Context: an optimization exercise on an open-source flow, tuned for small area and a short achievable clock period. The choices shown serve that exercise and are no tape-out recipe.
The RTL was checked by simulation tests, not by an equivalence proof against the original design.
Power is estimated from default activity; no workload was simulated.

==> build 64 <==
// eth_stream_top
module eth_stream_top (
	input logic clk_125,
	input logic rst_crc,
	input logic spi_sclk,
	input logic spi_mosi,
	input logic spi_cs_n,
	input logic [31:0] ch0_data,
	input logic ch0_wr,
	input logic [31:0] ch1_data,
	input logic ch1_wr,
	input logic [15:0] numb_inter,
	input logic time_clr,
	input logic tx_rdy,
	output logic [31:0] tx_data,
	output logic tx_sop,
	output logic tx_eop,
	output logic tx_wren
);
export LEC_CHECK = 0
export CAP_MARGIN = 20
export CORE_MARGIN = 2
export CORE_UTILIZATION = 55
export CTS_CLUSTER_DIAMETER = 80
export CTS_CLUSTER_SIZE = 30
export PLACE_DENSITY = 0.68
export SETUP_SLACK_MARGIN = 4.5
export SLEW_MARGIN = 20
create_clock -name core_clock -period 8.0 [get_ports {clk_125}]
run.sh (not shown) runs the stock make flow with config.mk's settings and CLKGATE_MAP_FILE= SYNTH_SCRIPT=/design/flow/synth_recipe.tcl, a recipe that flattens the netlist after the stock synthesis.
==> inputs of trial 93, as changes to build 64 <==
--- a/flow/design.v
+++ b/flow/design.v
@@ -168,53 +168,37 @@
 module channel_fifo (
 	input logic clk_125,
 	input logic rst_crc,
 	input logic flush,
 	input logic wr,
 	input logic rd,  
 	input logic [3:0] wc,  
-	input logic [9:0] new_oh,  
+	input logic [3:0] new_blk,  
 	output logic wr_ok,
-	output logic ok,  
-	output logic [9:0] wr_oh,  
+	output logic [3:0] wr_blk,  
 	output logic alloc,  
 	output logic [3:0] head_blk,  
 	output logic rdy  
 );
 	logic [5:0] wr_ptr;
 	logic [1:0] rd_blk;
 	logic [6:0] fill;
 	logic [3:0] sec_blk [4];
-	logic [3:0] cur_id;
-	logic [3:0] new_id;
-	logic [9:0] cur_oh;
-	logic start;
-	assign start = wr_ptr[3:0] == 4'd0;
-	assign ok = !flush && !fill[6];  
-	assign wr_ok = wr && ok;
-	assign alloc = wr_ok && start;
-	assign wr_oh = start ? new_oh : cur_oh;
-	always_comb
-		for (int b = 0; b < 10; b++)
-			cur_oh[b] = cur_id == 4'(b);
-	assign head_blk = sec_blk[rd_blk];
+	logic [3:0] cur_blk;
+	assign wr_ok = wr && !flush && !fill[6];  
 	assign rdy = |fill[6:4];
-	always_comb
-	begin
-		new_id = '0;
-		for (int b = 0; b < 10; b++)
-			if (new_oh[b])
-				new_id = new_id | 4'(b);
-	end
+	assign alloc = wr_ok && (wr_ptr[3:0] == 4'd0);
+	assign wr_blk = (wr_ptr[3:0] == 4'd0) ? new_blk : cur_blk;
+	assign head_blk = sec_blk[rd_blk];
 	always_ff @(posedge clk_125)
 	begin
 		if (alloc)
 		begin
-			sec_blk[wr_ptr[5:4]] <= new_id;
-			cur_id <= new_id;
+			sec_blk[wr_ptr[5:4]] <= new_blk;
+			cur_blk <= new_blk;
 		end
 	end
 	always_ff @(posedge clk_125)
 	begin
 		if (rst_crc || flush)
 		begin
 			wr_ptr <= '0;
@@ -235,102 +219,95 @@
 		end
 	end
 endmodule
 module block_pool (
 	input logic clk_125,
 	input logic rst_crc,
 	input logic flush,  
-	input logic wr0,  
-	input logic ok0,  
-	input logic [9:0] wr_oh0,
+	input logic wr_ok0,
+	input logic [3:0] wr_blk0,
 	input logic alloc0,
 	input logic [31:0] din0,
-	input logic wr1,
-	input logic ok1,
-	input logic [9:0] wr_oh1,
+	input logic wr_ok1,
+	input logic [3:0] wr_blk1,
 	input logic alloc1,
 	input logic [31:0] din1,
-	output logic [9:0] new_oh0,
-	output logic [9:0] new_oh1,
+	output logic [3:0] new_blk0,
+	output logic [3:0] new_blk1,
 	input logic take_blk,  
 	input logic [3:0] take_id,
 	input logic commit,  
 	input logic [3:0] burst_id,
 	input logic rd_shift,  
 	input logic free_blk,  
-	input logic [9:0] rd_oh,
+	input logic [3:0] rd_id,
 	output logic [31:0] rd_word  
 );
 	localparam logic [1:0] B_FREE = 2'd0;
 	localparam logic [1:0] B_FIFO = 2'd1;
 	localparam logic [1:0] B_BURST = 2'd2;
 	localparam logic [1:0] B_SLOT = 2'd3;
 	logic [31:0] blk [10][16];
 	logic [1:0] st [10];
 	logic [9:0] is_free;
 	logic [9:0] en;
-	logic [9:0] w0;
 	logic [9:0] w1;
-	logic [9:0] low_seen;
-	logic [9:0] high_seen;
 	always_comb
 	begin
 		for (int b = 0; b < 10; b++)
+			is_free[b] = st[b] == B_FREE;
+		new_blk0 = 4'd9;
+		for (int b = 8; b >= 0; b--)
+			if (is_free[b])
+				new_blk0 = 4'(b);
+		new_blk1 = 4'd0;
+		for (int b = 1; b < 10; b++)
+			if (is_free[b])
+				new_blk1 = 4'(b);
+		for (int b = 0; b < 10; b++)
 		begin
-			w0[b] = wr0 && ok0 && wr_oh0[b];
-			w1[b] = wr1 && ok1 && wr_oh1[b];
-			en[b] = w0[b] || w1[b] || (rd_shift && rd_oh[b]);
+			w1[b] = wr_ok1 && (wr_blk1 == 4'(b));
+			en[b] = (wr_ok0 && (wr_blk0 == 4'(b))) || w1[b]
+				|| (rd_shift && (rd_id == 4'(b)));
 		end
 	end
 	always_ff @(posedge clk_125)
 	begin
 		for (int b = 0; b < 10; b++)
 			if (en[b])
 			begin
 				for (int i = 0; i < 15; i++)
 					blk[b][i] <= blk[b][i + 1];
 				blk[b][15] <= w1[b] ? din1 : din0;
 			end
 	end
-	always_comb
-	begin
-		for (int b = 0; b < 10; b++)
-			is_free[b] = st[b] == B_FREE;
-		low_seen[0] = 1'b0;
-		for (int b = 1; b < 10; b++)
-			low_seen[b] = low_seen[b - 1] || is_free[b - 1];
-		high_seen[9] = 1'b0;
-		for (int b = 8; b >= 0; b--)
-			high_seen[b] = high_seen[b + 1] || is_free[b + 1];
-		new_oh0 = is_free & ~low_seen;
-		new_oh1 = is_free & ~high_seen;
-	end
 	always_ff @(posedge clk_125)
 	begin
 		for (int b = 0; b < 10; b++)
 		begin
 			if (rst_crc)
 				st[b] <= B_FREE;
-			else if ((alloc0 && new_oh0[b]) || (alloc1 && new_oh1[b]))
+			else if ((alloc0 && new_blk0 == 4'(b)) || (alloc1 && new_blk1 == 4'(b)))
 				st[b] <= B_FIFO;
 			else if (take_blk && take_id == 4'(b))
 				st[b] <= B_BURST;
 			else if (flush && (st[b] == B_FIFO || st[b] == B_BURST))
 				st[b] <= B_FREE;
 			else if (commit && burst_id == 4'(b))
 				st[b] <= B_SLOT;
-			else if (free_blk && rd_oh[b])
+			else if (free_blk && rd_id == 4'(b))
 				st[b] <= B_FREE;
 		end
 	end
 	always_comb
 	begin
 		rd_word = '0;
 		for (int b = 0; b < 10; b++)
-			rd_word = rd_word | (blk[b][0] & {32{rd_oh[b]}});
+			if (rd_id == 4'(b))
+				rd_word = blk[b][0];
 	end
 endmodule
 module block_assembler (
 	input logic clk_125,
 	input logic rst_crc,
 	input logic stream_off,
 	input logic time_clr,
@@ -456,15 +433,15 @@
 	input logic [47:0] mac_dest,
 	input logic can_start,
 	input logic pick,
 	input logic [31:0] stamp_in,
 	input logic wr_slot,
 	input logic desc_valid,
 	input logic [3:0] burst_id,
-	output logic [9:0] rd_oh,  
+	output logic [3:0] rd_id,
 	output logic rd_shift,
 	input logic [31:0] rd_word,
 	input logic tx_rdy,
 	output logic [31:0] tx_data,
 	output logic tx_sop,
 	output logic tx_eop,
 	output logic tx_wren,
@@ -472,15 +449,15 @@
 );
 	logic [31:0] stamp0;
 	logic [31:0] stamp1;
 	logic chan0;
 	logic chan1;
 	logic q_valid;
 	logic [3:0] q_blk;
-	logic [9:0] cur_oh;
+	logic [3:0] cur_blk;
 	logic busy;
 	logic [4:0] beat;
 	logic cur;  
 	logic take;
 	logic accept;
 	logic last_beat;
 	logic [15:0] h_mac_dest_lo;
@@ -496,15 +473,15 @@
 	logic sop_q;
 	logic eop_q;
 	assign take = !busy && q_valid;
 	assign accept = busy && tx_rdy;
 	assign last_beat = beat == 5'd24;
 	assign frame_done = accept && last_beat;
 	assign rd_shift = accept && (beat >= 5'd7) && (beat <= 5'd22);
-	assign rd_oh = cur_oh;
+	assign rd_id = cur_blk;
 	always_ff @(posedge clk_125)
 	begin
 		if (can_start && !wr_slot)
 		begin
 			stamp0 <= stamp_in;
 			chan0 <= pick;
 		end
@@ -527,16 +504,15 @@
 		end
 	end
 	always_ff @(posedge clk_125)
 	begin
 		if (desc_valid)
 			q_blk <= burst_id;
 		if (take)
-			for (int b = 0; b < 10; b++)
-				cur_oh[b] <= q_blk == 4'(b);
+			cur_blk <= q_blk;
 	end
 	always_ff @(posedge clk_125)
 	begin
 		if (rst_crc)
 		begin
 			busy <= 1'b0;
 			beat <= '0;
@@ -634,63 +610,61 @@
 	logic [15:0] port_dest_p1;
 	logic [47:0] mac_my;
 	logic [47:0] mac_dest;
 	logic rdy0;
 	logic rdy1;
 	logic wr_ok0;
 	logic wr_ok1;
-	logic ok0;
-	logic ok1;
-	logic [9:0] wr_oh0;
-	logic [9:0] wr_oh1;
+	logic [3:0] wr_blk0;
+	logic [3:0] wr_blk1;
 	logic alloc0;
 	logic alloc1;
-	logic [9:0] new_oh0;
-	logic [9:0] new_oh1;
+	logic [3:0] new_blk0;
+	logic [3:0] new_blk1;
 	logic [3:0] head0;
 	logic [3:0] head1;
 	logic can_start;
 	logic pick;
 	logic [15:0] pkt_cnt;
 	logic reading;
 	logic sel;
 	logic [3:0] word_cnt;
 	logic wr_slot;
 	logic desc_valid;
 	logic [3:0] burst_id;
 	logic commit;
 	logic frame_done;
-	logic [9:0] rd_oh;
+	logic [3:0] rd_id;
 	logic rd_shift;
 	logic [31:0] rd_word;
 	spi_config_regs u_spi (
 		.clk_125(clk_125), .rst_crc(rst_crc),
 		.spi_sclk(spi_sclk), .spi_mosi(spi_mosi), .spi_cs_n(spi_cs_n),
 		.stream_off(stream_off), .ip_my(ip_my), .ip_dest(ip_dest),
 		.port_my(port_my), .port_dest_p1(port_dest_p1),
 		.mac_my(mac_my), .mac_dest(mac_dest)
 	);
 	channel_fifo u_fifo0 (
 		.clk_125(clk_125), .rst_crc(rst_crc), .flush(stream_off),
-		.wr(ch0_wr), .rd(reading && !sel), .wc(word_cnt), .new_oh(new_oh0),
-		.wr_ok(wr_ok0), .ok(ok0), .wr_oh(wr_oh0), .alloc(alloc0), .head_blk(head0), .rdy(rdy0)
+		.wr(ch0_wr), .rd(reading && !sel), .wc(word_cnt), .new_blk(new_blk0),
+		.wr_ok(wr_ok0), .wr_blk(wr_blk0), .alloc(alloc0), .head_blk(head0), .rdy(rdy0)
 	);
 	channel_fifo u_fifo1 (
 		.clk_125(clk_125), .rst_crc(rst_crc), .flush(stream_off),
-		.wr(ch1_wr), .rd(reading && sel), .wc(word_cnt), .new_oh(new_oh1),
-		.wr_ok(wr_ok1), .ok(ok1), .wr_oh(wr_oh1), .alloc(alloc1), .head_blk(head1), .rdy(rdy1)
+		.wr(ch1_wr), .rd(reading && sel), .wc(word_cnt), .new_blk(new_blk1),
+		.wr_ok(wr_ok1), .wr_blk(wr_blk1), .alloc(alloc1), .head_blk(head1), .rdy(rdy1)
 	);
 	block_pool u_pool (
 		.clk_125(clk_125), .rst_crc(rst_crc), .flush(stream_off),
-		.wr0(ch0_wr), .ok0(ok0), .wr_oh0(wr_oh0), .alloc0(alloc0), .din0(ch0_data),
-		.wr1(ch1_wr), .ok1(ok1), .wr_oh1(wr_oh1), .alloc1(alloc1), .din1(ch1_data),
-		.new_oh0(new_oh0), .new_oh1(new_oh1),
+		.wr_ok0(wr_ok0), .wr_blk0(wr_blk0), .alloc0(alloc0), .din0(ch0_data),
+		.wr_ok1(wr_ok1), .wr_blk1(wr_blk1), .alloc1(alloc1), .din1(ch1_data),
+		.new_blk0(new_blk0), .new_blk1(new_blk1),
 		.take_blk(can_start), .take_id(pick ? head1 : head0),
 		.commit(commit), .burst_id(burst_id),
-		.rd_shift(rd_shift), .free_blk(frame_done), .rd_oh(rd_oh), .rd_word(rd_word)
+		.rd_shift(rd_shift), .free_blk(frame_done), .rd_id(rd_id), .rd_word(rd_word)
 	);
 	block_assembler u_asm (
 		.clk_125(clk_125), .rst_crc(rst_crc), .stream_off(stream_off),
 		.time_clr(time_clr), .rdy0(rdy0), .rdy1(rdy1), .frame_done(frame_done),
 		.head0(head0), .head1(head1),
 		.can_start(can_start), .pick(pick), .pkt_cnt(pkt_cnt),
 		.reading(reading), .sel(sel), .word_cnt(word_cnt),
@@ -699,12 +673,12 @@
 	);
 	stream_framer u_framer (
 		.clk_125(clk_125), .rst_crc(rst_crc),
 		.ip_my(ip_my), .ip_dest(ip_dest), .port_my(port_my),
 		.port_dest_p1(port_dest_p1), .mac_my(mac_my), .mac_dest(mac_dest),
 		.can_start(can_start), .pick(pick), .stamp_in({numb_inter, pkt_cnt}),
 		.wr_slot(wr_slot), .desc_valid(desc_valid), .burst_id(burst_id),
-		.rd_oh(rd_oh), .rd_shift(rd_shift), .rd_word(rd_word),
+		.rd_id(rd_id), .rd_shift(rd_shift), .rd_word(rd_word),
 		.tx_rdy(tx_rdy), .tx_data(tx_data), .tx_sop(tx_sop), .tx_eop(tx_eop),
 		.tx_wren(tx_wren), .frame_done(frame_done)
 	);
 endmodule
- CORE_UTILIZATION: 55 -> 40
- CTS_CLUSTER_DIAMETER: 80 -> default
- CTS_CLUSTER_SIZE: 30 -> default
- PLACE_DENSITY: 0.68 -> default
- SETUP_SLACK_MARGIN: 4.5 -> 4.4
==> results.txt <==
Outcome: trial 93 no timing/DRC/antenna violations; build 64 no timing/DRC/antenna violations
Overall die area: trial 93 481000 sq um; build 64 351000 sq um
Number of well taps: trial 93 6247; build 64 4557
Count of cell instances traversed by the critical path: trial 93 4; build 64 16
Core region area: trial 93 474000 sq um; build 64 344000 sq um
Area of the mapped netlist: trial 93 190000 sq um; build 64 190000 sq um
M2 GR Usage: trial 93 23.4%; build 64 31.7%
Multiplexer share of the synthesized area: trial 93 2.42%; build 64 2.30%
Via count of the first global-routing pass: trial 93 78000; build 64 73600
Startpoint of the most critical setup path: trial 93 tx_rdy; build 64 ch1_wr
Cell total after placement: trial 93 14900; build 64 13200
Leakage power: trial 93 68.7 nW; build 64 64.1 nW
Insertion delay of the later-clocked pin in the worst-skew pair: trial 93 1.05 ns; build 64 0.98 ns
Number of clock sinks: trial 93 5844; build 64 5850
Area grow syn2layout: trial 93 15.8%; build 64 9.47%
Pwr Density: trial 93 267 nW/um^2; build 64 226 nW/um^2
Final cycle utilization of the critical path: trial 93 44.8%; build 64 45.0%
Met2 wire length: trial 93 171 mm; build 64 167 mm
Area post-placement: trial 93 200000 sq um; build 64 198000 sq um
Post-CTS Setup Bufs: trial 93 57; build 64 69
Initial Utilization: trial 93 40.1%; build 64 55.4%
Logic gate share of total power: trial 93 0.5%; build 64 0.6%
Post-layout nets: trial 93 9499; build 64 9166
Wire length of the first global-routing pass: trial 93 521 mm; build 64 495 mm
Power, Total: trial 93 58.9 mW; build 64 47.2 mW

==> afterwards: timing with drivers on the ports <==
How much do the figures lean on ideal ports? The routed layouts below were timed once more, with nothing changed but the port constraints.
Step 1 sets driving cells, clkbuf_16 on the clock port and buf_2 on the other inputs (assumed; they add their load-dependent delay and slew).
Step 2 also shifts input and output timing later by t, the mid clock arrival at the registers, as if the neighbouring blocks saw the same clock.
a / b / c = no drivers / after step 1 / after step 2; a / b = the first two.
run	shift t [ns]	setup WS [ns]	hold WS [ns]	worst data-port slew with drivers (ns)
build 64	1.054	4.400 / 4.475 / 3.427	0.371 / 0.371 / 0.371	0.05
trial 93	1.126	4.413 / 4.369 / 3.383	0.383 / 0.383 / 0.383	0.06
After both steps setup and hold are still met in every run listed. For trial 93, which loses most, drivers alone change the setup slack by -0.044 ns; drivers and shift together by -1.030 ns.
